This is an optimization exercise on Yosys and OpenROAD, whose aim is small area and few clock cycles, not a production implementation. Function was checked by simulation only, so behaviour that the tests miss may differ from the original. Power figures rest on the tool's default switching activity, not on a simulated workload.

==> design.v <==
package lps_pkg;
    localparam logic [2:0] SP_100 = 3'd0;
    localparam logic [2:0] SP_1   = 3'd1;
    localparam logic [2:0] SP_2   = 3'd2;
    localparam logic [2:0] SP_3   = 3'd3;
    localparam logic [2:0] SP_20  = 3'd4;
    localparam logic [2:0] SP_0   = 3'd5;
    function automatic logic [6:0] speed_value(input logic [2:0] code);
        logic [6:0] s;
        case (code)
            SP_100:  s = 7'd100;
            SP_1:    s = 7'd1;
            SP_2:    s = 7'd2;
            SP_3:    s = 7'd3;
            SP_20:   s = 7'd20;
            default: s = 7'd0;
        endcase
        speed_value = s;
    endfunction
    function automatic logic [31:0] xorshift(input logic [31:0] x);
        logic [31:0] y;
        y = x ^ (x << 13);
        y = y ^ (y >> 17);
        y = y ^ (y << 5);
        xorshift = y;
    endfunction
    function automatic logic [23:0] palette(input logic [3:0] idx);
        logic [23:0] c;
        case (idx)
            4'd0:    c = {8'd255, 8'd0,   8'd0};
            4'd1:    c = {8'd255, 8'd127, 8'd0};
            4'd2:    c = {8'd255, 8'd130, 8'd0};
            4'd3:    c = {8'd0,   8'd255, 8'd0};
            4'd4:    c = {8'd0,   8'd0,   8'd255};
            4'd5:    c = {8'd75,  8'd0,   8'd130};
            4'd6:    c = {8'd148, 8'd0,   8'd211};
            4'd7:    c = {8'd255, 8'd255, 8'd255};
            4'd8:    c = {8'd255, 8'd20,  8'd147};
            default: c = 24'd0;
        endcase
        palette = c;
    endfunction
    function automatic logic [3:0] next_pattern(input logic [3:0] p, input logic [3:0] um);
        logic [3:0] n;
        case (p)
            4'd8:    n = um[0] ? 4'd9 : um[1] ? 4'd10 : um[2] ? 4'd11 : um[3] ? 4'd12 : 4'd0;
            4'd9:    n = um[1] ? 4'd10 : um[2] ? 4'd11 : um[3] ? 4'd12 : 4'd0;
            4'd10:   n = um[2] ? 4'd11 : um[3] ? 4'd12 : 4'd0;
            4'd11:   n = um[3] ? 4'd12 : 4'd0;
            4'd0:    n = 4'd1;
            4'd1:    n = 4'd2;
            4'd2:    n = 4'd3;
            4'd3:    n = 4'd4;
            4'd4:    n = 4'd5;
            4'd5:    n = 4'd6;
            4'd6:    n = 4'd7;
            4'd7:    n = 4'd8;
            default: n = 4'd0;
        endcase
        next_pattern = n;
    endfunction
    function automatic logic [24:0] radd(input logic [23:0] a, input logic [23:0] b, input logic cin);
        logic [24:0] s;
        logic        c;
        c = cin;
        for (int i = 0; i < 24; i++) begin
            s[i] = a[i] ^ b[i] ^ c;
            c    = (a[i] & b[i]) | (a[i] & c) | (b[i] & c);
        end
        s[24] = c;
        radd = s;
    endfunction
    function automatic logic gp_tree(input logic [31:0] g, input logic [31:0] p);
        logic [31:0] gg, pp;
        gg = g;
        pp = p;
        for (int w = 16; w >= 1; w = w / 2) begin
            for (int i = 0; i < w; i++) begin
                gg[i] = gg[2 * i + 1] | (pp[2 * i + 1] & gg[2 * i]);
                pp[i] = pp[2 * i + 1] & pp[2 * i];
            end
        end
        gp_tree = gg[0];
    endfunction
    function automatic logic time_ge(input logic [31:0] t, input logic [31:0] s, input logic [31:0] x);
        logic [31:0] ns, nx, sm, cy, g, p;
        logic        co, brw;
        ns = ~s;
        nx = ~x;
        sm = t ^ ns ^ nx;
        cy = (t & ns) | (t & nx) | (ns & nx);
        g[0] = 1'b1;                  
        p[0] = 1'b0;
        for (int i = 1; i < 32; i++) begin
            g[i] = sm[i] & cy[i - 1];
            p[i] = sm[i] | cy[i - 1];
        end
        co  = gp_tree(g, p);
        brw = gp_tree(~t & s, ~(t ^ s));
        time_ge = brw ? (co | cy[31]) : (co & cy[31]);
    endfunction
    function automatic logic [31:0] bk_sub(input logic [31:0] a, input logic [31:0] b);
        logic [31:0] g, p, gg, pp, d;
        g  = a & ~b;
        p  = a ^ ~b;
        gg = g;
        pp = p;
        gg[0] = g[0] | p[0];
        for (int l = 1; l < 32; l = l * 2) begin
            for (int i = 2 * l - 1; i < 32; i += 2 * l) begin
                gg[i] = gg[i] | (pp[i] & gg[i - l]);
                pp[i] = pp[i] & pp[i - l];
            end
        end
        for (int l = 8; l >= 1; l = l / 2) begin
            for (int i = 3 * l - 1; i < 32; i += 2 * l) begin
                gg[i] = gg[i] | (pp[i] & gg[i - l]);
                pp[i] = pp[i] & pp[i - l];
            end
        end
        d[0] = ~p[0];
        for (int i = 1; i < 32; i++) d[i] = p[i] ^ gg[i - 1];
        bk_sub = d;
    endfunction
    function automatic logic [2:0] step5(input logic [2:0] r, input logic [3:0] n);
        logic [24:0] s, t;
        logic [4:0]  k;
        s = radd({21'd0, r}, {20'd0, n}, 1'b0);
        if (s[4:0] >= 5'd15)      k = 5'd17;    
        else if (s[4:0] >= 5'd10) k = 5'd22;    
        else if (s[4:0] >= 5'd5)  k = 5'd27;    
        else                      k = 5'd0;
        t = radd({19'd0, s[4:0]}, {19'd0, k}, 1'b0);
        step5 = t[2:0];
    endfunction
    function automatic logic [3:0] step13(input logic [3:0] r, input logic [3:0] n);
        logic [24:0] s1, s, t;
        logic [5:0]  k;
        s1 = radd({20'd0, r}, {19'd0, r, 1'b0}, 1'b0);
        s  = radd({18'd0, s1[5:0]}, {20'd0, n}, 1'b0);
        if (s[5:0] >= 6'd39)      k = 6'd25;    
        else if (s[5:0] >= 6'd26) k = 6'd38;    
        else if (s[5:0] >= 6'd13) k = 6'd51;    
        else                      k = 6'd0;
        t = radd({18'd0, s[5:0]}, {18'd0, k}, 1'b0);
        step13 = t[3:0];
    endfunction
    function automatic logic [3:0] addmod9(input logic [3:0] a, input logic [3:0] b);
        logic [24:0] s, t;
        s = radd({20'd0, a}, {20'd0, b}, 1'b0);
        t = radd({20'd0, s[3:0]}, 24'd7, 1'b0);    
        addmod9 = (s[4:0] >= 5'd9) ? t[3:0] : s[3:0];
    endfunction
    function automatic logic [3:0] mod9(input logic [7:0] c);
        logic [24:0] s1, s2, t;
        logic [4:0]  k;
        s1 = radd({21'd0, c[2:0]}, {22'd0, c[7:6]}, 1'b0);         
        s2 = radd({20'd0, s1[3:0]}, {21'd0, ~c[5:3]}, 1'b1);       
        if (s2[4:0] >= 5'd17)     k = 5'd15;    
        else if (s2[4:0] >= 5'd8) k = 5'd24;    
        else                      k = 5'd1;     
        t = radd({19'd0, s2[4:0]}, {19'd0, k}, 1'b0);
        mod9 = t[3:0];
    endfunction
endpackage
module lps_ctrl
(
    input  logic       i_clk,
    input  logic       i_rst_n,
    input  logic       i_start,
    input  logic [7:0] i_g,
    input  logic [6:0] i_lvl,
    output logic [7:0] o_q,
    output logic       o_valid
);
    logic [7:0]  r_q;
    logic [6:0]  r_r;
    logic [2:0]  r_n;
    logic [24:0] w_t, w_t2, w_q;
    logic [2:0]  w_k;
    logic [6:0]  w_neg;
    assign o_q     = r_q;
    assign o_valid = (r_n == 3'd7);
    always_comb begin
        w_t = lps_pkg::radd({15'd0, r_r, 1'b0}, {16'd0, i_lvl[3'd6 - r_n] ? i_g : 8'd0}, 1'b0);
        if (w_t[8:0] >= 9'd400)      begin w_k = 3'd4; w_neg = 7'd112; end   
        else if (w_t[8:0] >= 9'd300) begin w_k = 3'd3; w_neg = 7'd84;  end   
        else if (w_t[8:0] >= 9'd200) begin w_k = 3'd2; w_neg = 7'd56;  end   
        else if (w_t[8:0] >= 9'd100) begin w_k = 3'd1; w_neg = 7'd28;  end   
        else                         begin w_k = 3'd0; w_neg = 7'd0;   end
        w_t2 = lps_pkg::radd({17'd0, w_t[6:0]}, {17'd0, w_neg}, 1'b0);
        w_q  = lps_pkg::radd({16'd0, r_q[6:0], 1'b0}, {21'd0, w_k}, 1'b0);
    end
    always_ff @(posedge i_clk) begin
        if (!i_rst_n || i_start) begin
            r_q <= '0;
            r_r <= '0;
            r_n <= '0;
        end else if (r_n != 3'd7) begin
            r_q <= w_q[7:0];
            r_r <= w_t2[6:0];
            r_n <= r_n + 3'd1;
        end
    end
endmodule
module lps_rnd
(
    input  logic        i_clk,
    input  logic        i_rst_n,
    input  logic        i_start,
    input  logic [31:0] i_x1,
    input  logic [31:0] i_x2,
    output logic [3:0]  o_m13,
    output logic [3:0]  o_m10a,
    output logic [3:0]  o_m10b,
    output logic        o_valid
);
    logic [3:0] r_r13;
    logic [2:0] r_r5a, r_r5b;
    logic [3:0] r_n;
    logic [3:0] w_n1, w_n2;
    assign w_n1 = i_x1[4 * (3'd7 - r_n[2:0]) +: 4];
    assign w_n2 = i_x2[4 * (3'd7 - r_n[2:0]) +: 4];
    assign o_valid = r_n[3];
    assign o_m13   = r_r13;
    assign o_m10a  = (r_r5a[0] == i_x1[0]) ? {1'b0, r_r5a} : {1'b0, r_r5a} + 4'd5;
    assign o_m10b  = (r_r5b[0] == i_x2[0]) ? {1'b0, r_r5b} : {1'b0, r_r5b} + 4'd5;
    always_ff @(posedge i_clk) begin
        if (!i_rst_n || i_start) begin
            r_r13 <= '0;
            r_r5a <= '0;
            r_r5b <= '0;
            r_n   <= '0;
        end else if (!r_n[3]) begin
            r_r13 <= lps_pkg::step13(r_r13, w_n1);
            r_r5a <= lps_pkg::step5(r_r5a, w_n1);
            r_r5b <= lps_pkg::step5(r_r5b, w_n2);
            r_n   <= r_n + 4'd1;
        end
    end
endmodule
module lps_dp
(
    input  logic [3:0]  i_pat,
    input  logic [7:0]  i_arg,      
    input  logic [3:0]  i_pix,
    input  logic [23:0] i_base,
    input  logic [23:0] i_rnd,      
    output logic [23:0] o_rgb
);
    logic [7:0]  w_w, w_k;
    logic [24:0] w_sum;
    logic        w_b1, w_b2;
    logic [23:0] w_wheel;
    logic        w_on;
    logic [3:0]  w_pal;
    always_comb begin
        w_w   = (i_arg == 8'd255) ? 8'd0 : i_arg;
        w_b1  = (w_w >= 8'd85);
        w_b2  = (w_w >= 8'd170);
        w_sum = lps_pkg::radd({16'd0, w_w}, {16'd0, w_w[6:0], w_b1}, w_b2);
        w_k   = w_sum[7:0];
        if (!w_b1)      w_wheel = {w_k, ~w_k, 8'd0};
        else if (!w_b2) w_wheel = {~w_k, 8'd0, w_k};
        else            w_wheel = {8'd0, w_k, ~w_k};
    end
    assign w_pal = i_pat[0] ? lps_pkg::addmod9(i_pix, i_arg[3:0]) : i_arg[3:0];
    always_comb begin
        case (i_pat)
            4'd1, 4'd2: w_on = (i_arg == {4'd0, i_pix});
            4'd3:       w_on = (i_arg == 8'd0);
            4'd4, 4'd8: w_on = 1'b1;
            4'd5:       w_on = (i_arg[3:0] == i_pix) || (i_arg[7:4] == i_pix);
            4'd6:       w_on = (i_arg[7:2] == 6'd0) && (i_arg[3:0] == i_pix || i_arg[3:0] == 4'd8 - i_pix);
            4'd7:       w_on = ((i_arg != 8'd0) == !i_pix[0]);
            default:    w_on = 1'b0;
        endcase
        case (i_pat)
            4'd9, 4'd12: o_rgb = lps_pkg::palette(w_pal);
            4'd10:   o_rgb = i_rnd;
            4'd11:   o_rgb = w_wheel;
            default: o_rgb = w_on ? i_base : 24'd0;
        endcase
    end
endmodule
module led_pattern_sequencer
(
    input  logic        i_clk,
    input  logic        i_rst_n,
    input  logic        i_cfg_we,
    input  logic [2:0]  i_cfg_idx,
    input  logic [31:0] i_cfg_data,
    input  logic        i_in_valid,
    output logic        o_in_stall,
    input  logic [1:0]  i_kind,
    input  logic [31:0] i_now_ms,
    input  logic [3:0]  i_pattern_id,
    output logic        o_out_valid,
    input  logic        i_out_stall,
    output logic [3:0]  o_pixel_index,
    output logic [7:0]  o_red,
    output logic [7:0]  o_green,
    output logic [7:0]  o_blue,
    output logic [7:0]  o_brightness,
    output logic [3:0]  o_pattern_shown,
    output logic        o_last
);
    logic [7:0]  r_base_r, r_base_g, r_base_b, r_gbri;
    logic [15:0] r_frame_int;
    logic [31:0] r_rot_int;
    logic [3:0]  r_unlock;
    logic [31:0] r_rng;
    logic [3:0]  r_pattern;
    logic [7:0]  r_c;
    logic [2:0]  r_speed;
    logic [31:0] r_last_frame, r_last_rot;
    logic        r_ca, r_hold, r_rel;
    logic [3:0]  r_rel_cnt;
    logic [7:0]  r_strip;
    logic [22:0] r_period;
    logic [2:0]  r_pcnt;
    logic        r_pbusy;
    logic        r_ov;
    logic [3:0]  r_pix;
    logic [3:0]  r_opat;
    logic [7:0]  r_oarg;
    logic [31:0] w_x1, w_x2, w_x3;
    logic [3:0]  w_m13, w_m10a, w_m10b;
    logic        w_mvalid, w_rng_chg;
    logic        w_mca, w_sel, w_cmp;
    logic        r_phase, r_duef;
    logic        w_due, w_rot_time, w_rot;
    logic        w_take, w_out_free, w_p10_busy, w_ok, w_acc;
    logic        w_tick, w_frame, w_cfg;
    logic [7:0]  w_bq;
    logic        w_bvalid, w_bstart;
    logic [6:0]  w_lvl, w_sv;
    logic [24:0] w_pnext;
    logic        w_pstart;
    logic [2:0]  w_pcode;
    logic        r_bflag;
    logic [7:0]  n_c, n_arg;
    logic        n_ca;
    logic [2:0]  n_speed;
    logic [23:0] w_rgb;
    assign w_x1 = lps_pkg::xorshift(r_rng);
    assign w_x2 = lps_pkg::xorshift(w_x1);
    assign w_x3 = lps_pkg::xorshift(w_x2);
    assign w_cmp      = lps_pkg::time_ge(i_now_ms, r_phase ? r_last_rot : r_last_frame,
                                         r_phase ? r_rot_int : {9'd0, r_period});
    assign w_due      = r_phase ? r_duef : w_cmp;
    assign w_mca      = w_due ? n_ca : r_ca;
    assign w_sel      = w_tick && !r_phase && !r_pbusy && w_mca;
    assign w_rot_time = r_phase && w_cmp;
    assign w_take     = r_ov && !i_out_stall;
    assign w_out_free = !r_ov || (w_take && r_pix == 4'd8);
    assign w_p10_busy = r_ov && (r_opat == 4'd10);
    assign w_tick = (i_kind == 2'd0);
    always_comb begin
        w_ok = 1'b1;
        if (i_kind == 2'd2) w_ok = w_mvalid && !w_p10_busy;
        else if (w_tick) begin
            if (w_sel || r_pbusy) w_ok = 1'b0;
            else if (w_due) begin
                w_ok = w_out_free;
                if (r_pattern == 4'd8 && !w_bvalid) w_ok = 1'b0;
                if ((r_pattern == 4'd5 || r_pattern == 4'd12) && (w_p10_busy || !w_mvalid)) w_ok = 1'b0;
            end
        end
    end
    assign w_acc      = i_in_valid && w_ok;
    assign o_in_stall = i_in_valid && !w_ok;
    assign w_frame    = w_acc && w_tick && w_due;
    assign w_cfg      = i_cfg_we;
    always_comb begin
        n_c     = r_c;
        n_ca    = r_ca;
        n_speed = lps_pkg::SP_100;
        n_arg   = r_c;
        case (r_pattern)
            4'd1: begin
                n_speed = lps_pkg::SP_1;
                n_ca    = (r_c >= 8'd9);
                n_c     = (r_c >= 8'd9) ? 8'd0 : r_c + 8'd1;
            end
            4'd2: begin
                n_speed = lps_pkg::SP_1;
                n_ca    = (r_c == 8'd0);
                n_c     = (r_c == 8'd0) ? 8'd10 : r_c - 8'd1;
            end
            4'd3: begin
                n_speed = lps_pkg::SP_3;
                n_c     = (r_c != 8'd0) ? 8'd0 : 8'd1;
            end
            4'd4: n_speed = lps_pkg::SP_20;
            4'd5: begin
                n_speed = lps_pkg::SP_1;
                n_arg   = {w_m10b, w_m10a};
            end
            4'd6: begin
                n_speed = lps_pkg::SP_2;
                if (r_c >= 8'd4) begin
                    n_c  = 8'd0;
                    n_ca = 1'b1;
                end else begin
                    n_c = r_c + 8'd1;
                end
            end
            4'd7: begin
                n_speed = lps_pkg::SP_2;
                n_c     = (r_c != 8'd0) ? 8'd0 : 8'd1;
            end
            4'd8: begin
                n_speed = lps_pkg::SP_0;
                n_ca    = (r_c >= 8'd199);
                n_c     = (r_c >= 8'd199) ? 8'd0 : r_c + 8'd1;
            end
            4'd9: begin
                n_speed = lps_pkg::SP_2;
                n_c     = (r_c >= 8'd9) ? 8'd0 : r_c + 8'd1;
                n_arg   = {4'd0, lps_pkg::mod9(r_c)};
            end
            4'd10: n_speed = lps_pkg::SP_1;
            4'd11: begin
                n_speed = lps_pkg::SP_1;
                n_ca    = (r_c == 8'd255);
                n_c     = r_c + 8'd1;
            end
            4'd12: begin
                n_speed = lps_pkg::SP_2;
                n_c     = {4'd0, w_m10a};
                n_arg   = {4'd0, w_m10a};
            end
            default: ;
        endcase
    end
    assign w_rot = w_acc && w_tick && w_rot_time && w_mca;
    assign w_lvl    = (r_c > 8'd200) ? 7'd0 : (r_c > 8'd100) ? 7'(8'd200 - r_c) : r_c[6:0];
    assign w_bstart = w_frame || w_rot || (w_cfg && i_cfg_idx == 3'd3);
    lps_ctrl u_bri (
        .i_clk   (i_clk),
        .i_rst_n (i_rst_n),
        .i_start (w_bstart),
        .i_g     (r_gbri),
        .i_lvl   (w_lvl),
        .o_q     (w_bq),
        .o_valid (w_bvalid)
    );
    assign w_rng_chg = (w_cfg && i_cfg_idx == 3'd7)
                    || (w_take && r_opat == 4'd10)
                    || (w_acc && i_kind == 2'd2)
                    || (w_frame && (r_pattern == 4'd5 || r_pattern == 4'd12));
    lps_rnd u_rnd (
        .i_clk   (i_clk),
        .i_rst_n (i_rst_n),
        .i_start (w_rng_chg),
        .i_x1    (w_x1),
        .i_x2    (w_x2),
        .o_m13   (w_m13),
        .o_m10a  (w_m10a),
        .o_m10b  (w_m10b),
        .o_valid (w_mvalid)
    );
    always_ff @(posedge i_clk) begin
        if (!i_rst_n || !i_in_valid || w_acc) begin
            r_phase <= 1'b0;
        end else if (w_sel) begin
            r_phase <= 1'b1;
            r_duef  <= w_cmp;
        end
    end
    assign w_sv     = lps_pkg::speed_value(r_speed);
    assign w_pnext  = lps_pkg::radd({r_period[21:0], 1'b0}, {8'd0, w_sv[3'd6 - r_pcnt] ? r_frame_int : 16'd0}, 1'b0);
    assign w_pstart = (w_frame && n_speed != r_speed) || (w_cfg && i_cfg_idx == 3'd4);
    assign w_pcode  = w_frame ? n_speed : r_speed;
    always_ff @(posedge i_clk) begin
        if (!i_rst_n) begin
            r_period <= 23'd100;
            r_pcnt   <= '0;
            r_pbusy  <= 1'b0;
        end else if (w_pstart) begin
            r_period <= '0;
            case (w_pcode)
                lps_pkg::SP_100: r_pcnt <= 3'd0;
                lps_pkg::SP_20:  r_pcnt <= 3'd2;
                lps_pkg::SP_1:   r_pcnt <= 3'd6;
                default:         r_pcnt <= 3'd5;
            endcase
            r_pbusy  <= (w_pcode != lps_pkg::SP_0);
        end else if (r_pbusy) begin
            r_period <= w_pnext[22:0];
            r_pcnt   <= r_pcnt + 3'd1;
            if (r_pcnt == 3'd6) r_pbusy <= 1'b0;
        end
    end
    always_ff @(posedge i_clk) begin
        if (!i_rst_n) begin
            r_base_r     <= 8'd255;
            r_base_g     <= 8'd255;
            r_base_b     <= 8'd255;
            r_gbri       <= 8'd30;
            r_frame_int  <= 16'd100;
            r_rot_int    <= 32'd10000;
            r_unlock     <= '0;
            r_rng        <= 32'd1;
            r_pattern    <= 4'd1;
            r_c          <= '0;
            r_speed      <= lps_pkg::SP_1;
            r_last_frame <= '0;
            r_last_rot   <= '0;
            r_ca         <= 1'b1;
            r_hold       <= 1'b0;
            r_rel        <= 1'b0;
            r_rel_cnt    <= '0;
            r_strip      <= 8'd30;
            r_bflag      <= 1'b0;
            r_ov         <= 1'b0;
        end else begin
            if (w_cfg) begin
                case (i_cfg_idx)
                    3'd0: r_base_r    <= i_cfg_data[7:0];
                    3'd1: r_base_g    <= i_cfg_data[7:0];
                    3'd2: r_base_b    <= i_cfg_data[7:0];
                    3'd3: r_gbri      <= i_cfg_data[7:0];
                    3'd4: r_frame_int <= i_cfg_data[15:0];
                    3'd5: r_rot_int   <= i_cfg_data;
                    3'd6: r_unlock    <= i_cfg_data[3:0];
                    default: r_rng    <= i_cfg_data;
                endcase
            end
            if (w_take) begin
                if (r_pix == 4'd8) r_ov <= 1'b0;
                if (r_opat == 4'd10) r_rng <= w_x3;
            end
            if (!r_ov && r_bflag) begin
                r_strip <= r_gbri;
                r_bflag <= 1'b0;
            end
            if (w_acc && !w_tick) begin
                r_rel  <= 1'b1;
                r_hold <= (i_kind == 2'd1);
                if (i_kind == 2'd1)
                    r_pattern <= (i_pattern_id > 4'd12) ? 4'd12 : i_pattern_id;
                else if (i_kind == 2'd2) begin
                    r_pattern <= w_m13;
                    r_rng     <= w_x1;
                end
            end
            if (w_frame) begin
                r_last_frame <= i_now_ms;
                r_c          <= n_c;
                r_ca         <= n_ca;
                r_speed      <= n_speed;
                r_strip <= (r_pattern == 4'd8) ? w_bq : r_bflag ? r_gbri : r_strip;
                r_bflag <= 1'b0;
                if (r_pattern == 4'd5)  r_rng   <= w_x2;
                if (r_pattern == 4'd12) r_rng   <= w_x1;
                r_ov <= 1'b1;
            end
            if (w_rot) begin
                r_last_rot <= i_now_ms;
                r_bflag    <= 1'b1;
                if (!r_hold) begin
                    r_pattern <= lps_pkg::next_pattern(r_pattern, r_unlock);
                    r_c       <= '0;
                end else if (r_rel) begin
                    if (r_rel_cnt >= 4'd10) begin
                        r_rel     <= 1'b0;
                        r_hold    <= 1'b0;
                        r_rel_cnt <= '0;
                    end else begin
                        r_rel_cnt <= r_rel_cnt + 4'd1;
                    end
                end
            end
        end
    end
    always_ff @(posedge i_clk) begin
        if (w_frame) begin
            r_pix   <= '0;
            r_opat  <= r_pattern;
            r_oarg  <= n_arg;
        end else if (w_take) begin
            r_pix <= r_pix + 4'd1;
        end
    end
    lps_dp u_pix (
        .i_pat  (r_opat),
        .i_arg  (r_oarg),
        .i_pix  (r_pix),
        .i_base ({r_base_r, r_base_g, r_base_b}),
        .i_rnd  ({w_x1[7:0], w_x2[7:0], w_x3[7:0]}),
        .o_rgb  (w_rgb)
    );
    assign o_out_valid     = r_ov;
    assign o_pixel_index   = r_pix;
    assign o_last          = (r_pix == 4'd8);
    assign o_red           = w_rgb[23:16];
    assign o_green         = w_rgb[15:8];
    assign o_blue          = w_rgb[7:0];
    assign o_brightness    = r_strip;
    assign o_pattern_shown = r_opat;
endmodule
==> flow/run.sh <==
#!/bin/bash
# Own layout flow: the standard flow (standard.sh) with two changes:
#  - synthesis maps the logic with an area-oriented ABC script (flow/abc_speed.script),
#    everything else in synthesis unchanged (same registers, same names);
#  - port buffers use sky130_fd_sc_hd__buf_1 instead of the default buffer cell.
# Every tool writes its full log under orfs/logs/ (ORFS); make's output goes to make_flow.log.
set -euo pipefail
here="$PWD"
rm -rf "$here/scripts_own"
cp -r "$FLOW_HOME/scripts" "$here/scripts_own"
cp "$here/flow/abc_speed.script" "$here/scripts_own/abc_speed.script"
export BUFFER_PORTS_ARGS="-buffer_cell sky130_fd_sc_hd__buf_1"
bash standard.sh "SCRIPTS_DIR=$here/scripts_own" "BUFFER_PORTS_ARGS=$BUFFER_PORTS_ARGS" finish > "$here/make_flow.log" 2>&1
==> flow/abc_speed.script <==
&get -n
&fraig -x
&st
&syn2
&dch -f
&nf -a
&st
&syn2
&dch -f
&nf -a
&st
&syn2
&dch -f
&nf -a
&put
==> standard.sh <==
#!/bin/bash
# synth_recipe.tcl (not shown) runs the flow's synth.tcl, then flattens the netlist and writes it again
# the make line also repeats each setting of config.mk as NAME=value (left out here)
make -C /OpenROAD-flow-scripts/flow DESIGN_CONFIG=/design/flow/config.mk WORK_HOME=/design/flow/orfs CLKGATE_MAP_FILE= SYNTH_SCRIPT=/design/flow/synth_recipe.tcl "${@:-finish}"
==> config.mk <==
export PLATFORM = sky130hd
export DESIGN_NAME = led_pattern_sequencer
export DESIGN_NICKNAME = led_pattern_sequencer
export VERILOG_FILES = /design/flow/design.v
export SDC_FILE = /design/flow/constraint.sdc
export NUM_CORES = 4
export LEC_CHECK = 0
export CAP_MARGIN = 20
export CORE_MARGIN = 2
export CORE_UTILIZATION = 55
export CTS_BUF_LIST = sky130_fd_sc_hd__clkbuf_16
export CTS_CLUSTER_DIAMETER = 80
export CTS_CLUSTER_SIZE = 20
export GPL_TIMING_DRIVEN = 0
export SLEW_MARGIN = 20
==> constraint.sdc <==
create_clock -name core_clock -period 10.0 [get_ports {i_clk}]
set_input_delay 2.0000 -clock core_clock [delete_from_list [all_inputs] [get_ports {i_clk}]]
set_output_delay 2.0000 -clock core_clock [all_outputs]
set_load 0.01 [all_outputs]
==> results.toml, run 1 <==
[run]
max_cap_viol_count = 0

[global_route]
grt_overflow = 0
grt_first_pass_wirelength_um = 103000
grt_start_max_net_pins = 86
track_usage_pct = 33.5
grt_pass1_vias = 18200
antenna_found_initial = 2

[logic_synthesis]
synthSimpleGateAreaFrac_pct = 17.0
synth_edf_count = 13
ys_seq_elements = 289
synthCells = 2527
synthArstFlopShare_pct = 0
synth_top_family_by_area = "compound AO/OA/AOI/OAI gates"
dominantRegCellSynth = "dfxtp_1"
synth_xor_xnor_area_share_pct = 9.96
ys_types = 66
synth_compound_area_share_pct = 20.0
synth_seq_area_share_pct = 28.4
syn_nets = 2834
synth_fa_ha_area_share_pct = 16.6
synth_warnings = 4
syn_area_mm2 = 0.0208
synth.area.mux_share_pct = 5.01
synth_top_area_cell = "dfxtp_1"
yosys-top-cells-area = "dfxtp_1 (27%), ha_1 (9.1%), fa_1 (7.4%), xnor2_1 (6.3%), nor2_1 (6.0%)"
syn_avg_cell_area_um2 = 8.25
yosysTopAreaCellShare_pct = 26.5

[setup_path]
rr_worst_depth = 34
rr_startpoint = "r_pcnt[0]"
crit_path_end_kind = "output pin"
cp_max_fo = 12
crit_type = "flop to output pin"
critical_path_required_ns = 8.00
crit_path_start_kind = "flop"
reg2reg_to = "r_period[22]"
arrival_ns = 7.24
regToRegSetupSlack_ns = 1.41

[timing]
rsz0062_at_grt = "no"
whs_ns = 0.466
hold_viol = 0
layout_min_cycle_time_ns = 9.24
max-slew-margin-rel_pct = 29.7
min_period_over_period_pct = 92.4
finalClockSkew_ns = 0.0217
worstMarginPinSlew_ns = 1.05
fmax_mhz = 108
setup_viol = 0
slew_violations = 0

[detailed_routing]
vias_per_cell = 5.98
drt-total-wl_um = 66100
wl_per_cell_um = 20.5
drt-pass1-iter-count = 6
vias = 19300
ant_nets = 0
drt_iter0_drc = 1425
drc = 0

[layout]
fin_util_pct = 62.1
final_cells = 3229
drive_gt1_share_pct = 3.39
multi_input_area_mm2 = 0.0144
fillers = 3473
regArea_mm2 = 0.00592
fin_nets = 3004
area.growth.synth_to_final_pct = 11.8

[floorplanning]
initial_core_util_pct = 55.6
rows = 71
die-height_um = 199
io_pins = 121
core_mm2 = 0.0375
die_area_mm2 = 0.0395
die_width_um = 199

[clock_tree]
clk_pin_slew_ns = 0.08
cts-root-buf = "clkbuf_16"
cts.path.max_buffers = 3
ctsHtreeMaxLevel = 1
cts_buffers = 26
clock_sinks = 289
cts_tree = "done"
cts_resized = 0
postCtsSetupBuffers = 0
cts.hold.buffers_added = 0
clk_latency_ns = 0.58

[placement]
portBuffers = 120
place_hpwl_um = 50400
gp_congestion = 0.987
placed_cells = 3180

[min_path]
min_path_cells = 2
min_path_type = "flop to flop"
hp-start = "u_bri.r_r[1]"
hold_path_end = "u_bri.r_r[1]"

[outcome]
status = "complete, no violations"

[power]
ir_worst_vdd_v = 0.000310
power.density_mw_per_mm2 = 300
p_leak_nw = 8.59
critical path, cell delays in order, from the launching register on:
cell and delay [ns]:
edfxtp_1 0.58, ha_1 0.22, nand4_1 0.39, nand2_1 0.27, clkinv_1 0.16, o31a_1 0.32, o21ai_0 0.17, nand2_1 0.10
a22oi_2 0.28, inv_2 0.18, fa_1 0.49, o21ai_0 0.17, a21boi_0 0.14, fa_1 0.48, o21ai_0 0.15, a21boi_0 0.16
fa_1 0.52, or2_0 0.24, a31oi_1 0.22, xnor2_1 0.22, clkinv_1 0.12, ha_1 0.32, a222oi_1 0.44, o31ai_1 0.15
buf_1 0.15
cells in the mapped netlist, drive strengths merged (9+ instances only):
master,number
a221oi,20
nor2,331
or3,10
mux2i,83
o21ai,176
and2,29
nor4,9
xor2,88
nand3,44
xnor2,149
o221ai,18
dfxtp,276
o211ai,17
a211oi,99
clkinv,171
nand2,300
nand2b,16
a21oi,210
nand4,17
nor2b,18
ha,152
nor3,25
o22ai,21
a22oi,11
a31oi,13
fa,77
and3,10
edfxtp,13
mux2,19
layer usage:
layer / routed length (um) / up-vias / part of all wire [%] / track usage (%)
met1: 27800 / 9196 / 42 / 43.5
met5: 0 / - / 0 / 0
met4: 3310 / 0 / 5.0 / 14.7
met2: 30500 / 692 / 46 / 55.6
met3: 4460 / 161 / 6.8 / 4.70
li1: - / 9245 / - / -
layout by cell type, fill, tap and decap left out, types with 6 or more instances in the layout:
master	synthesis	layout
a211oi_1	99	98
a21o_1	6	6
a21oi_1	210	209
a221o_1	8	8
a221oi_1	20	20
a22oi_1	11	10
a31oi_1	13	13
and2_0	29	28
and3_1	10	10
buf_1	0	119
clkbuf_16	0	26
clkinv_1	171	169
dfxtp_1	276	273
edfxtp_1	13	13
fa_1	77	77
ha_1	152	151
mux2_1	19	19
mux2i_1	83	83
nand2_1	300	300
nand2b_1	16	16
nand3_1	44	43
nand4_1	17	17
nor2_1	331	327
nor2b_1	18	18
nor3_1	25	23
nor4_1	9	9
o211ai_1	17	17
o21a_1	7	7
o21ai_0	176	176
o221ai_1	18	18
o22ai_1	21	21
o31ai_1	8	8
o32ai_1	6	6
or2_0	8	8
or3_1	10	10
xnor2_1	149	146
xor2_1	88	88
registers in the layout, indices dropped and copies added (netlist names), 16 cells and up:
| signal | cells |
|---|---|
| r_last_rot | 32 |
| r_frame_int | 16 |
| r_period | 23 |
| r_rot_int | 32 |
| r_last_frame | 32 |
| r_rng | 32 |
report_power, final:
group / switching (mW) / internal (mW)
Sequential: 0.0968 / 1.24
Combinational: 2.90 / 1.68
Clock: 0.542 / 0.535
Total: 3.54 / 3.45
logic make-up after synthesis:
| kind of cell | after synthesis |
|---|---|
| xor gates and xnor gates | 237 |
| DFF | 289 |
| AOI/OAI and AO/OA | 669 |
| and+or+nand+nor | 829 |
| adders and majority gates | 230 |
| muxes | 102 |
| buffers and inverters | 171 |
worst max path at each step:
| stage | start | end | slack (ns) | cells after the start |
|---|---|---|---|---|
| detailed placement | r_oarg[1] | o_blue[6] | 0.99 | 24 |
| global placement | r_phase | u_rnd.r_n[0] | -4.61 | 17 |
| global route | r_oarg[1] | o_blue[6] | 0.16 | 24 |
| finish | r_oarg[1] | o_blue[6] | 0.76 | 24 |
| CTS | r_oarg[1] | o_blue[6] | 0.36 | 24 |
| floorplan | r_phase | u_rnd.r_n[0] | 1.01 | 17 |
area by class of cell:
cell class,instances,area share [%]
well taps,511,2.75
clock inverters,20,1.06
flip-flops and latches,289,25.4
inverters,171,2.80
repair buffers,142,3.37
multi-input cells,2067,61.8
diodes,3,0.0322
clock buffers,26,2.79
metrics by stage:
step / total power [mW] / cell area (um2) / setup slack (ns) / setup TNS [ns]
after floorplan: 4.55 / 20800 / 1.01 / 0
after global placement: 5.74 / 21900 / -4.61 / -317.73
after detailed placement: 5.82 / 22400 / 0.990 / 0
after CTS: 6.92 / 23300 / 0.363 / 0
after global routing: 7.38 / 23300 / 0.158 / 0
final: 6.99 / 23300 / 0.758 / 0
Testbench counts, summed over its fixed seeds: cycles 34,724.
==> run 2, diff against run 1 <==
--- a/config.mk
+++ b/config.mk
@@ -8,5 +8,5 @@
 export CAP_MARGIN = 20
 export CORE_MARGIN = 2
-export CORE_UTILIZATION = 55
+export CORE_UTILIZATION = 70
 export CTS_BUF_LIST = sky130_fd_sc_hd__clkbuf_16
 export CTS_CLUSTER_DIAMETER = 80
==> run 2 against run 1 <==
Effect of this change: routed wire length increased by 2.0%; clock skew up 0.018 ns; non-clock buffer count increased by 2; core utilization up 15 points; cell count fell by 4.2%; critical path depth grew 3; worst setup slack worse by 0.16 ns; count of clock-buffer cells in the layout decreased by 5; final area shrank 1.8%; critical path type unchanged; critical endpoint is now o_green[7].
==> results.toml, run 2 <==
[outcome]
status = "complete, no violations"

[setup_path]
crit_path_start_kind = "flop"
crit_path_end_kind = "output pin"
slowest_delay_ns = 0.62
crit_type = "flop to output pin"
cpMaxStageDelayCell = "edfxtp_1"
crit_top_cell = "o21ai_0"
cp_max_fo = 12
arrival_ns = 7.40
rr_startpoint = "r_pcnt[0]"
setup.worst_path.start = "r_oarg[1]"
critical_path_required_ns = 8.00

[logic_synthesis]
synth_edf_count = 13
syn_nets = 2834
synth_seq_area_share_pct = 28.4
synth_warnings = 4
syn_area_mm2 = 0.0208
ys_seq_elements = 289
synth_common_cells = "nor2_1 (331), nand2_1 (300), dfxtp_1 (276), a21oi_1 (210), o21ai_0 (176)"
synthArstFlopShare_pct = 0
yosysTopAreaCellShare_pct = 26.5
ys_types = 66
yosys-top-cells-area = "dfxtp_1 (27%), ha_1 (9.1%), fa_1 (7.4%), xnor2_1 (6.3%), nor2_1 (6.0%)"
dominantRegCellSynth = "dfxtp_1"
synth.most_common_cell = "nor2_1"
syn_avg_cell_area_um2 = 8.25
synth_top_area_cell = "dfxtp_1"
synthCells = 2527

[global_route]
track_usage_pct = 42.4
antenna_found_initial = 2
grt_start_max_net_pins = 95
grt_pass1_vias = 19700
grt_first_pass_wirelength_um = 105000
grt_overflow = 0

[detailed_routing]
vias_per_cell = 6.56
ant_nets = 0
wl_per_cell_um = 21.8
vias = 20300
drt_iter0_drc = 2081
drc = 0
drt-pass1-iter-count = 9
drt-total-wl_um = 67400

[power]
p_int_mw = 3.31
power.net_switching_mw = 3.36
swShare_pct = 50.4
p_leak_nw = 8.47
ir_worst_vdd_v = 0.000414
power.combinational.fraction_pct = 67.5
power.density_mw_per_mm2 = 292
clkPwrFrac_pct = 12.5
power_frac_seq_pct = 20.0

[layout]
drive_gt1_share_pct = 2.67
multi_input_area_mm2 = 0.0144
mostFrequentLayoutCells = "nor2_1 (327), nand2_1 (300), dfxtp_1 (273)"
fin_nets = 3000
fin_area_mm2 = 0.0229
fillers = 2070
regArea_mm2 = 0.00592
area.growth.synth_to_final_pct = 9.69
final_common_cell = "nor2_1"

[floorplanning]
die_area_mm2 = 0.0312
core_mm2 = 0.0295
die_width_um = 177
die-height_um = 177
rows = 63
io_pins = 121
initial_core_util_pct = 70.7

[placement]
gp_congestion = 1.02
place_area_mm2 = 0.0222
place_hpwl_um = 49400
portBuffers = 120

[clock_tree]
cts_buffers = 20
cts_tree = "done"
ctsHtreeMaxLevel = 1
clk_latency_ns = 0.54
cts.path.max_buffers = 3
clock_sinks = 289
cts.hold.buffers_added = 0
clk_pin_slew_ns = 0.09
cts-root-buf = "clkbuf_16"

[timing]
max-slew-margin-rel_pct = 23.1
hold_viol = 0
finalClockSkew_ns = 0.0395
fmax_mhz = 106
min_period_over_period_pct = 94.0
slew_violations = 0
layout_min_cycle_time_ns = 9.40
worstMarginPinSlew_ns = 1.15
setup_viol = 0
tns_ns = 0
rsz0062_at_grt = "no"

[run]
max_cap_viol_count = 0

[min_path]
min_path_type = "flop to flop"
hp-start = "r_base_r[4]"
==> run 2: changes by cell type in the layout (fill, tap and decap cells not counted), sizes merged, moves of 2 or more <==
cell and change:
clkinv -9, clkbuf -5, buf +2, inv -2
==> run 2: layer usage <==
| layer | GRT usage (%) | routed length, um | vias up |
|---|---|---|---|
| met1 | 51.5 | 25200 | 9585 |
| li1 | - | - | 9227 |
| met4 | 24.5 | 4490 | 0 |
| met3 | 7.15 | 6210 | 301 |
| met5 | 0 | 0 | - |
| met2 | 71.0 | 31500 | 1188 |
==> run 2: critical path, delay by kind of cell, from the launching register on <==
| kind | cells | cell delay [ns] |
|---|---|---|
| adders and majority gates | 5 | 1.99 |
| AOI/OAI and AO/OA | 11 | 1.85 |
| and+or+nand+nor | 5 | 1.09 |
| buffers and inverters | 5 | 0.85 |
| DFF | 1 | 0.62 |
| xor gates and xnor gates | 1 | 0.46 |
==> run 2: timing repair <==
| item | in CTS | in global routing |
|---|---|---|
| setup endpoints to repair | 0 | 9 |
| buffers inserted | 0 | 3 |
| gates resized for setup | 0 | 2 |
==> run 2: through the flow <==
step	total power [mW]	cells	hold WS, ns	worst slack [ns]	utilization (%)
final	6.67	3093	0.473	0.598	77.5
after floorplan	4.55	2527	0.432	1.01	-
after global placement	5.59	3037	0.442	-4.06	73.9
after CTS	6.56	3088	0.473	0.00465	77.4
after global routing	7.04	3091	0.494	0.0308	77.5
after detailed placement	5.70	3058	0.451	0.573	75.4
==> run 2: worst paths after layout <==
path / endpoint / slack [ns] / depth (start not counted)
hold / removal: r_base_r[4] / 0.47 / 2
setup / recovery: o_green[7] / 0.60 / 27
hold reg to reg: r_base_r[4] / 0.47 / 2
setup reg to reg: r_period[22] / 1.17 / 34
==> run 2: final cells by class <==
cell class / count / share of cell area, %
clock inverters: 9 / 0.301
well taps: 390 / 2.14
diodes: 2 / 0.0219
flip-flops and latches: 289 / 25.9
multi-input cells: 2067 / 62.9
clock buffers: 21 / 2.30
inverters: 171 / 2.87
repair buffers: 144 / 3.57
==> run 2: cell families after synthesis <==
logic type | after synthesis | share of synthesized area [%]
AND/OR/NAND/NOR | 829 | 17.0
multiplexers | 102 | 5.01
flip-flops | 289 | 28.4
AO/OA/AOI/OAI | 669 | 20.0
adder cells (fa/ha/maj) | 230 | 16.6
buffers and inverters | 171 | 3.08
XOR/XNOR | 237 | 9.96
==> run 2: power by group through the flow <==
| stage | logic (mW) | clock network [mW] | registers, mW |
|---|---|---|---|
| after floorplan | 3.22 | 0 | 1.33 |
| after global placement | 4.24 | 0 | 1.35 |
| after detailed placement | 4.35 | 0 | 1.35 |
| after CTS | 4.40 | 0.833 | 1.33 |
| after global routing | 4.83 | 0.876 | 1.34 |
| final | 4.50 | 0.835 | 1.33 |
==> run 3, diff against run 2 <==
==> flow/abc_speed.script (replaced) <==
&get -n
&st
&syn2
&dch -f
&nf -a
&st
&syn2
&dch -f
&nf -a
&st
&syn2
&dch -f
&nf -a
&put
--- a/config.mk
+++ b/config.mk
@@ -8,8 +8,8 @@
 export CAP_MARGIN = 20
 export CORE_MARGIN = 2
-export CORE_UTILIZATION = 70
-export CTS_BUF_LIST = sky130_fd_sc_hd__clkbuf_16
-export CTS_CLUSTER_DIAMETER = 80
-export CTS_CLUSTER_SIZE = 20
+export CORE_UTILIZATION = 60
+export CTS_BUF_LIST = sky130_fd_sc_hd__clkbuf_8
+export CTS_CLUSTER_DIAMETER = 50
+export CTS_CLUSTER_SIZE = 12
 export GPL_TIMING_DRIVEN = 0
 export SLEW_MARGIN = 20
==> run 3 against run 2 <==
Effect of this change: non-clock buffer count is the same; worst setup slack gained 0.32 ns; sequential share of layout area shrank 0.59 points; synthesized cell count grew 3.3%; combinational power shrank 49%; worst hold slack lost 0.032 ns; die area grew 17%; core utilization shrank 9.8 points; largest power group unchanged.
==> results.toml, run 3 <==
[outcome]
status = "complete, no violations"

[timing]
rsz0062_at_grt = "no"
setup_viol = 0
min_period_over_period_pct = 90.8
slew_violations = 0
whs_ns = 0.441
worstMarginPinSlew_ns = 1.11
worst_slack_ns = 0.920
hold_viol = 0
fmax_mhz = 110
layout_min_cycle_time_ns = 9.08
finalClockSkew_ns = 0.0255
max-slew-margin-rel_pct = 25.5

[layout]
fin_nets = 3104
fin_area_mm2 = 0.0234
area.growth.synth_to_final_pct = 11.2
final_common_cell = "nor2_1"
multi_input_area_mm2 = 0.0145
mostFrequentLayoutCells = "nor2_1 (345), nand2_1 (297), dfxtp_1 (273)"
fillers = 2957
regArea_mm2 = 0.00592
drive_gt1_share_pct = 3.93

[logic_synthesis]
synth_common_cells = "nor2_1 (349), nand2_1 (297), dfxtp_1 (276), a21oi_1 (260), clkinv_1 (204)"
yosys-top-cells-area = "dfxtp_1 (26%), ha_1 (9.0%), fa_1 (7.3%), xnor2_1 (6.7%), nor2_1 (6.2%)"
synthArstFlopShare_pct = 0
ys_types = 61
syn_avg_cell_area_um2 = 8.06
syn_nets = 2918
synth_seq_area_share_pct = 28.1
yosysTopAreaCellShare_pct = 26.3
dominantRegCellSynth = "dfxtp_1"
synthCells = 2611
synth_top_area_cell = "dfxtp_1"
synth_edf_count = 13
synth.most_common_cell = "nor2_1"
syn_area_mm2 = 0.0210
synth_warnings = 4
ys_seq_elements = 289

[clock_tree]
clock_sinks = 289
cts_tree = "done"
cts.path.max_buffers = 3
cts.hold.buffers_added = 0
ctsHtreeMaxLevel = 2
clk_latency_ns = 0.63
cts_resized = 0
postCtsSetupBuffers = 0
cts_buffers = 40
clk_pin_slew_ns = 0.08
cts-root-buf = "clkbuf_8"

[setup_path]
arrival_ns = 7.08
cp_num_buf_inv = 5
crit_top_cell = "o21ai_0"
cpMaxStageDelayCell = "edfxtp_1"
setup.worst_path.start = "r_oarg[3]"
cp_max_fo = 12
rr_worst_depth = 34
slowest_delay_ns = 0.61
crit_path_end_kind = "output pin"
regToRegSetupSlack_ns = 1.41
crit_family = "adder cells"
reg2reg_to = "r_period[22]"
critical_path_required_ns = 8.00
crit_cells = 26
rr_startpoint = "r_pcnt[0]"
crit_type = "flop to output pin"
critPathCapture = "o_green[7]"
crit_path_start_kind = "flop"

[detailed_routing]
vias_per_cell = 6.09
drc = 0
vias = 20000
drt_iter0_drc = 1941
ant_nets = 0
drt-pass1-iter-count = 7
wl_per_cell_um = 20.3
drt-total-wl_um = 66600

[power]
p_leak_nw = 8.85
power.density_mw_per_mm2 = 201
ir_worst_vdd_v = 0.000185

[floorplanning]
die_width_um = 191
rows = 68
initial_core_util_pct = 60.9
die_area_mm2 = 0.0366
core_mm2 = 0.0345
die-height_um = 191
io_pins = 121

[global_route]
grt_first_pass_wirelength_um = 105000
track_usage_pct = 36.4
grt_pass1_vias = 19200
antenna_found_initial = 4
grt_overflow = 0
grt_start_max_net_pins = 92

[placement]
pre_cts_slack_ns = 1.08
place_area_mm2 = 0.0225
gp_congestion = 0.951
portBuffers = 120
place_hpwl_um = 49800

[run]
max_cap_viol_count = 0

[min_path]
min_path_type = "flop to flop"
run 3: changes by cell type in the layout (fill, tap and decap cells not counted), moves of 9 or more:
cell / delta
a31oi_1: +10
a21o_1: +20
clkbuf_16: -21
xnor2_1: +15
nor2_1: +18
mux2i_1: -15
clkbuf_8: +46
xor2_1: -9
clkinv_1: +32
o21ai_0: +16
mux2_1: -12
a21oi_1: +49
a211oi_1: -46
buf_6: +10
run 3: cell families (layout without fill, tap and decap cells):
logic type | Yosys count | in the layout | share of synthesized area (%)
AND/OR/NAND/NOR | 835 | 835 | 16.7
AO/OA/AOI/OAI | 736 | 736 | 21.4
flip-flops | 289 | 289 | 28.1
XOR/XNOR | 241 | 241 | 10.0
adder cells (fa/ha/maj) | 231 | 231 | 16.5
buffers and inverters | 204 | 420 | 3.64
multiplexers | 75 | 75 | 3.61
other | 0 | 3 | 0
run 3: tightest hold or removal path: stages, from the launching register on:
cell	delay (ns)
dfxtp_1	0.31
clkinv_1	0.05
a21oi_1	0.05
run 3: layer usage:
layer	up-vias	global-route usage [%]	wire, um	share of wire (%)
li1	9492	-	-	-
met1	9459	47.7	27800	42
met2	882	59.1	30500	46
met3	169	6.90	5520	8.3
met4	2	14.7	2760	4.1
met5	-	0	13	0.020
run 3: metrics by stage:
step           std cells  utilization (%)  power, mW  TNS (ns)
2_1_floorplan       2611                -       3.03         0
3_3_place_gp        3186             63.9       3.52   -359.02
3_5_place_dp        3210             65.1       3.61         0
4_1_cts             3282             67.7       4.67         0
5_1_grt             3285             67.7       4.98         0
6_report            3285             67.7       4.69         0
run 3: layout make-up:
| class | count | area share [%] |
|---|---|---|
| well taps | 455 | 2.43 |
| flip-flops and latches | 289 | 25.3 |
| clock buffers | 46 | 2.71 |
| multi-input cells | 2118 | 61.8 |
| inverters | 204 | 3.32 |
| clock inverters | 26 | 1.08 |
| repair buffers | 144 | 3.33 |
| diodes | 3 | 0.0321 |
run 3: worst min path at each step:
stage | startpoint | to | slack [ns] | cells after the start
floorplan | r_last_rot[0] | r_last_rot[0] | 0.42 | 2
global placement | r_last_rot[0] | r_last_rot[0] | 0.43 | 2
detailed placement | r_last_rot[14] | r_last_rot[14] | 0.43 | 2
CTS | r_last_rot[12] | r_last_rot[12] | 0.44 | 2
global route | r_last_rot[17] | r_last_rot[17] | 0.46 | 2
finish | r_last_rot[12] | r_last_rot[12] | 0.44 | 2
run 3: report_power, final:
group,total (mW),internal [mW],switching [mW]
Combinational,2.31,0.901,1.41
Clock,1.06,0.521,0.539
Sequential,1.32,1.23,0.0933
Total,4.69,2.65,2.04
==> run 4, diff against run 3 <==
==> run.sh (new file) <==
#!/bin/bash
# synth_recipe.tcl (not shown) runs the flow's synth.tcl, then flattens the netlist and writes it again
# the make line also repeats each setting of config.mk as NAME=value (left out here)
make -C /OpenROAD-flow-scripts/flow DESIGN_CONFIG=/design/flow/config.mk WORK_HOME=/design/flow/orfs CLKGATE_MAP_FILE= SYNTH_SCRIPT=/design/flow/synth_recipe.tcl finish
--- a/config.mk
+++ b/config.mk
@@ -8,8 +8,8 @@
 export CAP_MARGIN = 20
 export CORE_MARGIN = 2
-export CORE_UTILIZATION = 60
-export CTS_BUF_LIST = sky130_fd_sc_hd__clkbuf_8
-export CTS_CLUSTER_DIAMETER = 50
-export CTS_CLUSTER_SIZE = 12
+export CORE_UTILIZATION = 55
+export CTS_BUF_LIST = sky130_fd_sc_hd__clkbuf_16
+export CTS_CLUSTER_DIAMETER = 80
+export CTS_CLUSTER_SIZE = 20
 export GPL_TIMING_DRIVEN = 0
 export SLEW_MARGIN = 20
removed: flow/run.sh
removed: flow/abc_speed.script
removed: standard.sh
==> run 4 against run 3 <==
Effect of this change: synthesized cell count up 7.9%; critical path type unchanged; area after synthesis up 10%; critical path depth unchanged; fmax down 3.2%; cell count up 7.0%; still clean on timing, DRC and antenna.
==> results.toml, run 4 <==
[logic_synthesis]
synthCells = 2817
syn_avg_cell_area_um2 = 8.24
yosys-top-cells-area = "dfxtp_1 (24%), ha_1 (8.2%), mux2i_1 (6.8%), fa_1 (6.6%), nand2_1 (6.6%)"
synthArstFlopShare_pct = 0
synth_common_cells = "nand2_1 (405), dfxtp_1 (276), nor2_1 (260), a21oi_1 (230), inv_1 (171)"
yosysTopAreaCellShare_pct = 23.8
synth_warnings = 4
synth.most_common_cell = "nand2_1"
ys_seq_elements = 289
synth_edf_count = 13
syn_area_mm2 = 0.0232
synth_seq_area_share_pct = 25.5
synth_top_area_cell = "dfxtp_1"
syn_nets = 3124
ys_types = 96
dominantRegCellSynth = "dfxtp_1"

[clock_tree]
ctsHtreeMaxLevel = 1
cts_buffers = 26
cts_resized = 0
cts.path.max_buffers = 3
clk_pin_slew_ns = 0.09
postCtsSetupBuffers = 0
cts-root-buf = "clkbuf_16"
cts_tree = "done"
clock_sinks = 289
clk_latency_ns = 0.58
cts.hold.buffers_added = 0

[timing]
setup_viol = 0
finalClockSkew_ns = 0.0183
slew_violations = 0
fmax_mhz = 107
hold_viol = 0
rsz0062_at_grt = "no"
min_period_over_period_pct = 93.8
worstMarginPinSlew_ns = 1.20
worst_slack_ns = 0.620
tns_ns = 0
layout_min_cycle_time_ns = 9.38
whs_ns = 0.458
max-slew-margin-rel_pct = 19.8

[detailed_routing]
drt-pass1-iter-count = 6
dr_wl_met2_um = 37000
wl_per_cell_um = 23.0
drt_iter0_drc = 2082
vias_per_cell = 6.10
drc = 0
vias = 21400
ant_nets = 0
top_layer = "met4"
dr_wl_met3_um = 6950
wl_met1_um = 32900
drt-total-wl_um = 81000

[setup_path]
rr_startpoint = "r_pcnt[0]"
crit_path_start_kind = "flop"
cpMaxStageDelayCell = "edfxtp_1"
rr_worst_depth = 35
crit_type = "flop to output pin"
slowest_delay_ns = 0.64
cp_num_buf_inv = 5
crit_family = "compound AO/OA/AOI/OAI gates"
crit_top_cell = "o21ai_0"
regToRegSetupSlack_ns = 0.92
arrival_ns = 7.38
reg2reg_to = "r_period[22]"
critical_path_required_ns = 8.00
crit_path_end_kind = "output pin"
cp_max_fo = 11

[power]
power.net_switching_mw = 2.03
p_int_mw = 2.67
power.density_mw_per_mm2 = 181
power_frac_seq_pct = 27.6
power.combinational.fraction_pct = 49.2
clkPwrFrac_pct = 23.2
p_leak_nw = 10.6
ir_worst_vdd_v = 0.000181
swShare_pct = 43.2

[placement]
gp_congestion = 1.01
placed_cells = 3470
pre_cts_slack_ns = 0.918
portBuffers = 114
place_hpwl_um = 62300

[floorplanning]
die-height_um = 209
die_area_mm2 = 0.0439
initial_core_util_pct = 55.6
io_pins = 121
core_mm2 = 0.0418
rows = 75
die_width_um = 209

[min_path]
hp-start = "r_frame_int[10]"
min_path_type = "flop to flop"
min_path_cells = 2
hold_path_end = "r_frame_int[10]"

[layout]
fin_util_pct = 62.2
mostFrequentLayoutCells = "nand2_1 (405), dfxtp_1 (276), nor2_1 (260)"
drive_gt1_share_pct = 5.54
final_cells = 3516
final_common_cell = "nand2_1"
fillers = 3723
area.growth.synth_to_final_pct = 11.8
fin_nets = 3267

[global_route]
antenna_found_initial = 0
track_usage_pct = 36.4
grt_first_pass_wirelength_um = 123000
grt_overflow = 0
grt_start_max_net_pins = 22
grt_pass1_vias = 20800

[run]
max_cap_viol_count = 0

[outcome]
status = "complete, no violations"
## run 4: cell count changes after synthesis, sizes merged, moves of 15 or more
cell / change
nand2: +109
mux2i: +89
o221ai: -17
buf: +46
mux2: +17
a211oi: -16
nand3: +22
clkbuf: +118
a21o: -15
o21ai: -94
nor2: -88
clkinv: -204
inv: +172
a21oi: -28
## run 4: worst register-to-register path: cells and delay by family, from the launching register on
family                     cells  cell delay, ns
buffers and inverters          5            0.56
and+or+nand+nor                1            0.22
AOI/OAI and AO/OA              5            1.03
xor gates and xnor gates       2            0.43
adders and majority gates     22            6.38
DFF                            1            0.37
## run 4: worst max-delay path by stage
stage / from / to / slack, ns / cells past startpoint
after floorplan: r_pcnt[0] / r_period[22] / 1.81 / 35
after global placement: r_pcnt[0] / r_period[22] / 1.0 / 35
after detailed placement: r_pcnt[0] / r_period[22] / 0.92 / 35
after CTS: r_oarg[1] / o_blue[7] / 0.63 / 26
after global routing: r_oarg[1] / o_blue[7] / 0.05 / 26
final: r_oarg[1] / o_blue[7] / 0.62 / 26
## run 4: routing by layer
layer	up-vias	global-route usage [%]
met5	-	0
met4	0	17.3
met1	10300	47.4
met3	222	5.28
li1	9890	-
met2	1012	59.6
## run 4: cell type report
type	count	area, um2	share of cell area (%)
multi-input cells	2192	16000	61.6
flip-flops and latches	289	5920	22.8
repair buffers	115	1150	4.43
plain buffers	164	687	2.65
clock buffers	27	676	2.60
well taps	539	674	2.60
inverters	172	646	2.49
clock inverters	17	225	0.868
diodes	1	2.50	0.00964
## run 4: power by group through the flow
stage                     Combinational [mW]  Clock (mW)  Sequential [mW]
after global routing                    2.52        1.13             1.30
after CTS                               2.27        1.10             1.30
final                                   2.31        1.09             1.30
after floorplan                         1.65           0             1.30
after global placement                  2.20           0             1.32
after detailed placement                2.25           0             1.32
## run 4: stage by stage
step	power, mW	instance area [um2]
finish	4.71	26000
global route	4.96	26000
CTS	4.66	25900
detailed placement	3.57	25000
global placement	3.52	25000
floorplan	2.95	23200
## run 4: kinds of logic after synthesis
family / count (synthesis) / share of synthesized area (%)
AOI/OAI and AO/OA: 594 / 16.2
xor gates and xnor gates: 262 / 11.6
adders and majority gates: 230 / 14.9
buffers and inverters: 336 / 5.74
DFF: 289 / 25.5
muxes: 190 / 8.81
and+or+nand+nor: 916 / 17.3

## static timing again, ports no longer ideal
No port has a modelled driver above. Below, the same layouts with a new extraction and two added sets of constraints. Step 1 assumes that a clkbuf_16 drives the clock port and a buf_2 every other input. Step 2, shift: input delay + t, output delay - t, t = (earliest + latest rising clock arrival at the registers) / 2. This alone moves slack from input paths to output paths. Slacks: no drivers / after step 1 / after step 2; pairs: no drivers / after step 1.
run | t (ns) | setup slack, ns | clock arrival spread, ns | worst register clock-pin slew, ns | pins driven straight from the clock port
run 1 | 0.628 | 0.758 / 0.701 / 0.917 | 0.022 / 0.022 | 0.09 / 0.09 | 1
run 2 | 0.579 | 0.598 / 0.540 / 0.828 | 0.039 / 0.039 | 0.10 / 0.10 | 1
run 3 | 0.676 | 0.920 / 0.865 / 0.940 | 0.027 / 0.026 | 0.09 / 0.09 | 1
run 4 | 0.635 | 0.620 / 0.559 / 0.923 | 0.018 / 0.019 | 0.09 / 0.09 | 1
After both steps setup and hold are still met in every run listed.
